From an optimization exercise on the open Yosys and OpenROAD flow, aimed at small area, a short achievable clock period and few clock cycles per item; shortcuts taken in it are not production practice. In this exercise RTL edits were held to simulation tests only and were not proved equivalent to the original.

==> flow/design.v <==
package miss_pkg;
    localparam int NLINE_W    = 26;
    localparam int SET_W      = 6;
    localparam int TAG_W      = 20;
    localparam int WAY_W      = 2;
    localparam int BEATS      = 4;
    localparam int BEAT_W     = 2;
    localparam int DATA_W     = 64;
    localparam int ID_W       = 4;
    localparam int MSHR_N     = 4;
    localparam int MSHR_W     = 2;
    localparam int DATA_DEPTH = 8;
    localparam int META_DEPTH = 2;
    localparam int ALLOC_W    = NLINE_W + WAY_W + BEAT_W + 2 * ID_W + 1;
    localparam int DATA_AW    = $clog2(DATA_DEPTH);
    localparam int META_AW    = $clog2(META_DEPTH);
    typedef struct packed {
        logic [NLINE_W-1:0] nline;
        logic [WAY_W-1:0]   way;
        logic [BEAT_W-1:0]  word;
        logic [ID_W-1:0]    sid;
        logic [ID_W-1:0]    tid;
        logic               need_rsp;
    } miss_alloc_t;
    typedef struct packed {
        logic        valid;
        miss_alloc_t req;
    } mshr_entry_t;
    typedef struct packed {
        logic [NLINE_W-1:0] nline;
        logic [MSHR_W-1:0]  id;
    } mem_req_t;
    typedef struct packed {
        logic [DATA_W-1:0] data;
        logic [MSHR_W-1:0] id;
        logic              error;
        logic              last;
    } mem_resp_t;
    typedef struct packed {
        logic [MSHR_W-1:0] id;
        logic              error;
    } refill_meta_t;
    typedef struct packed {
        logic [SET_W-1:0]  set;
        logic [WAY_W-1:0]  way;
        logic [BEAT_W-1:0] beat;
        logic [DATA_W-1:0] data;
    } refill_wr_t;
    typedef struct packed {
        logic [SET_W-1:0] set;
        logic [WAY_W-1:0] way;
        logic             valid;
        logic [TAG_W-1:0] tag;
    } dir_entry_t;
    typedef struct packed {
        logic [DATA_W-1:0] data;
        logic [ID_W-1:0]   sid;
        logic [ID_W-1:0]   tid;
        logic              error;
    } core_rsp_t;
endpackage
`timescale 1ns/1ps
module miss_handler (
    input  logic                         clk_i,
    input  logic                         rst_ni,
    input  logic                         alloc_valid_i,
    input  logic [38:0]                  alloc_i,
    output logic                         alloc_ready_o,
    output logic                         mshr_full_o,
    output logic                         mem_req_valid_o,
    output logic [27:0]                  mem_req_o,
    input  logic                         mem_req_ready_i,
    input  logic                         mem_resp_valid_i,
    input  logic [67:0]                  mem_resp_i,
    output logic                         mem_resp_ready_o,
    output logic                         refill_req_o,
    input  logic                         refill_gnt_i,
    output logic                         refill_wr_valid_o,
    output logic [73:0]                  refill_wr_o,
    output logic                         dir_wr_valid_o,
    output logic [28:0]                  dir_wr_o,
    output logic                         core_rsp_valid_o,
    output logic [72:0]                  core_rsp_o,
    input  logic [miss_pkg::NLINE_W-1:0] check_nline_i,
    output logic                         check_hit_o,
    output logic                         mshr_empty_o
);
    localparam int N = miss_pkg::MSHR_N;
    miss_pkg::miss_alloc_t alloc_s;
    miss_pkg::mem_resp_t   resp_s;
    miss_pkg::refill_wr_t  wr_s;
    miss_pkg::dir_entry_t  dir_s;
    miss_pkg::core_rsp_t   rsp_s;
    assign alloc_s = alloc_i;
    assign resp_s  = mem_resp_i;
    logic [N-1:0]                  valid_q;
    logic [miss_pkg::NLINE_W-1:0]  nline_q [N];
    logic [miss_pkg::WAY_W-1:0]    way_q   [N];
    logic [miss_pkg::BEAT_W-1:0]   word_q  [N];
    logic [miss_pkg::ID_W-1:0]     sid_q   [N];
    logic [miss_pkg::ID_W-1:0]     tid_q   [N];
    logic [N-1:0]                  rsp_q;
    logic [miss_pkg::MSHR_W-1:0]   idx_q, idx_d;
    logic [N-1:0]                  valid_d;
    logic                          take, ret;
    logic [miss_pkg::MSHR_W-1:0]   rid;
    assign mshr_full_o  = &valid_q;
    assign mshr_empty_o = ~|valid_q;
    assign alloc_ready_o   = mem_req_ready_i && !mshr_full_o;
    assign mem_req_valid_o = alloc_valid_i && !mshr_full_o;
    assign mem_req_o       = {alloc_s.nline, idx_q};
    assign take            = alloc_valid_i && alloc_ready_o;
    always_comb begin
        check_hit_o = 1'b0;
        for (int i = 0; i < N; i++) begin
            if (valid_q[i] && (nline_q[i] == check_nline_i)) begin
                check_hit_o = 1'b1;
            end
        end
    end
    always_comb begin
        valid_d = valid_q;
        if (ret) begin
            valid_d[rid] = 1'b0;
        end
        if (take) begin
            valid_d[idx_q] = 1'b1;
        end
    end
    always_comb begin
        idx_d = idx_q;
        if (!(mem_req_valid_o && !mem_req_ready_i)) begin
            idx_d = '0;
            for (int i = N - 1; i >= 0; i--) begin
                if (!valid_d[i]) begin
                    idx_d = miss_pkg::MSHR_W'(i);
                end
            end
        end
    end
    always_ff @(posedge clk_i or negedge rst_ni) begin
        if (!rst_ni) begin
            valid_q <= '0;
            idx_q   <= '0;
        end else begin
            valid_q <= valid_d;
            idx_q   <= idx_d;
        end
    end
    always_ff @(posedge clk_i) begin
        for (int i = 0; i < N; i++) begin
            if (take && idx_q == miss_pkg::MSHR_W'(i)) begin
                nline_q[i] <= alloc_s.nline;
                way_q[i]   <= alloc_s.way;
                word_q[i]  <= alloc_s.word;
                sid_q[i]   <= alloc_s.sid;
                tid_q[i]   <= alloc_s.tid;
                rsp_q[i]   <= alloc_s.need_rsp;
            end
        end
    end
    logic [miss_pkg::BEAT_W-1:0] cnt_q;
    logic                        mid, fire;
    assign mid              = (cnt_q != '0);
    assign refill_req_o     = mem_resp_valid_i && !mid;
    assign mem_resp_ready_o = mid || refill_gnt_i;
    assign fire             = mem_resp_valid_i && mem_resp_ready_o;
    assign rid              = resp_s.id;
    assign ret              = fire && (cnt_q == miss_pkg::BEAT_W'(miss_pkg::BEATS - 1));
    always_ff @(posedge clk_i or negedge rst_ni) begin
        if (!rst_ni) begin
            cnt_q <= '0;
        end else if (fire) begin
            cnt_q <= cnt_q + 1'b1;
        end
    end
    assign refill_wr_valid_o = fire && !resp_s.error;
    assign wr_s.set  = nline_q[rid][miss_pkg::SET_W-1:0];
    assign wr_s.way  = way_q[rid];
    assign wr_s.beat = cnt_q;
    assign wr_s.data = resp_s.data;
    assign refill_wr_o = wr_s;
    assign dir_wr_valid_o = ret;
    assign dir_s.set   = nline_q[rid][miss_pkg::SET_W-1:0];
    assign dir_s.way   = way_q[rid];
    assign dir_s.valid = !resp_s.error;
    assign dir_s.tag   = nline_q[rid][miss_pkg::NLINE_W-1 -: miss_pkg::TAG_W];
    assign dir_wr_o    = dir_s;
    assign core_rsp_valid_o = fire && rsp_q[rid] && (cnt_q == word_q[rid]);
    assign rsp_s.data  = resp_s.data;
    assign rsp_s.sid   = sid_q[rid];
    assign rsp_s.tid   = tid_q[rid];
    assign rsp_s.error = resp_s.error;
    assign core_rsp_o  = rsp_s;
endmodule
clock: 4.5 ns
lec_check: 0
cap_margin: 20
core_margin: 2
core_utilization: 40
cts_buf_list: sky130_fd_sc_hd__clkbuf_8
setup_slack_margin: 1.5
slew_margin: 20
buffer_ports_args: -buffer_cell sky130_fd_sc_hd__buf_2
dont_use_cells: sky130_fd_sc_hd__clkdlybuf4s15_1 sky130_fd_sc_hd__clkdlybuf4s15_2 sky130_fd_sc_hd__clkdlybuf4s18_1 sky130_fd_sc_hd__clkdlybuf4s18_2 sky130_fd_sc_hd__clkdlybuf4s25_1 sky130_fd_sc_hd__clkdlybuf4s25_2 sky130_fd_sc_hd__clkdlybuf4s50_1 sky130_fd_sc_hd__clkdlybuf4s50_2 sky130_fd_sc_hd__dlygate4sd1_1 sky130_fd_sc_hd__dlygate4sd2_1 sky130_fd_sc_hd__dlygate4sd3_1 sky130_fd_sc_hd__dlymetal6s2s_1 sky130_fd_sc_hd__dlymetal6s4s_1 sky130_fd_sc_hd__dlymetal6s6s_1
standard.sh (not shown) runs the stock make flow with config.mk's settings and CLKGATE_MAP_FILE= SYNTH_SCRIPT=/design/flow/synth_recipe.tcl, a recipe that flattens the netlist after the stock synthesis.
==> flow/flow/run.sh <==
#!/bin/bash
# Standard layout, with the port buffers made from plain buffers instead of
# the delay cells ORFS picks for sky130hd, and delay cells kept out of repair.
set -euo pipefail
cat >> config.mk <<'MK'
export BUFFER_PORTS_ARGS = -buffer_cell sky130_fd_sc_hd__buf_2
export DONT_USE_CELLS = sky130_fd_sc_hd__clkdlybuf4s15_1 sky130_fd_sc_hd__clkdlybuf4s15_2 sky130_fd_sc_hd__clkdlybuf4s18_1 sky130_fd_sc_hd__clkdlybuf4s18_2 sky130_fd_sc_hd__clkdlybuf4s25_1 sky130_fd_sc_hd__clkdlybuf4s25_2 sky130_fd_sc_hd__clkdlybuf4s50_1 sky130_fd_sc_hd__clkdlybuf4s50_2 sky130_fd_sc_hd__dlygate4sd1_1 sky130_fd_sc_hd__dlygate4sd2_1 sky130_fd_sc_hd__dlygate4sd3_1 sky130_fd_sc_hd__dlymetal6s2s_1 sky130_fd_sc_hd__dlymetal6s4s_1 sky130_fd_sc_hd__dlymetal6s6s_1
MK
bash standard.sh > standard.log 2>&1
Testbench counts at the start, summed over its fixed seeds: cycles 9,977, items 2,400.
Then changed:
--- a/flow/design.v
+++ b/flow/design.v
@@ -185,9 +185,13 @@
     assign dir_s.way   = way_q[rid];
     assign dir_s.valid = !resp_s.error;
     assign dir_s.tag   = nline_q[rid][miss_pkg::NLINE_W-1 -: miss_pkg::TAG_W];
     assign dir_wr_o    = dir_s;
-    assign core_rsp_valid_o = fire && rsp_q[rid] && (cnt_q == word_q[rid]);
+    logic [N-1:0] word_now;
+    for (genvar g = 0; g < N; g++) begin : g_word
+        assign word_now[g] = rsp_q[g] && (word_q[g] == cnt_q);
+    end
+    assign core_rsp_valid_o = fire && word_now[rid];
     assign rsp_s.data  = resp_s.data;
     assign rsp_s.sid   = sid_q[rid];
     assign rsp_s.tid   = tid_q[rid];
     assign rsp_s.error = resp_s.error;
Effect:
- synthesized cell count came out higher by 1.9%
- final area grows by 1.5%
- final cell count came out higher by about 1.1%
- setup slack loses 0.10 ns
- die area hardly moves
- count of clock-buffer cells in the layout does not change
- via count stays flat
- first-iteration DRC count rises by 15%
- global-route usage barely changes
- non-clock buffer count falls by 1
Testbench counts after the change, summed over its fixed seeds: cycles 9,977, items 2,400.

==> re-timing with driven ports <==
The flow's constraints put no driver on any port. The routed layouts listed below were extracted and timed again, unchanged, in two steps. Step 1 assumes that a clkbuf_16 drives the clock port and a buf_2 every other input. Step 2 adds t to the input delays and takes it off the output delays; t is the mean of the earliest and latest rising clock arrival at the registers after step 1. Input paths then give back, and output paths get back, about the clock's delay inside the block. Slacks: ideal / step 1 / step 2; pairs: ideal / step 1.
run | t, ns | slack for setup (ns) | worst setup path at the end | latest minus earliest clock arrival (ns) | pins driven straight from the clock port
the first run | 0.492 | 1.462 / 1.427 / 1.427 | input to output | 0.012 / 0.013 | 1
the second run | 0.489 | 1.359 / 1.317 / 1.317 | input to output | 0.015 / 0.015 | 1
After both steps setup and hold are still met in every run listed. The setup slack of the second run, which loses most, moves by -0.042 ns with the drivers and by -0.042 ns with both steps.
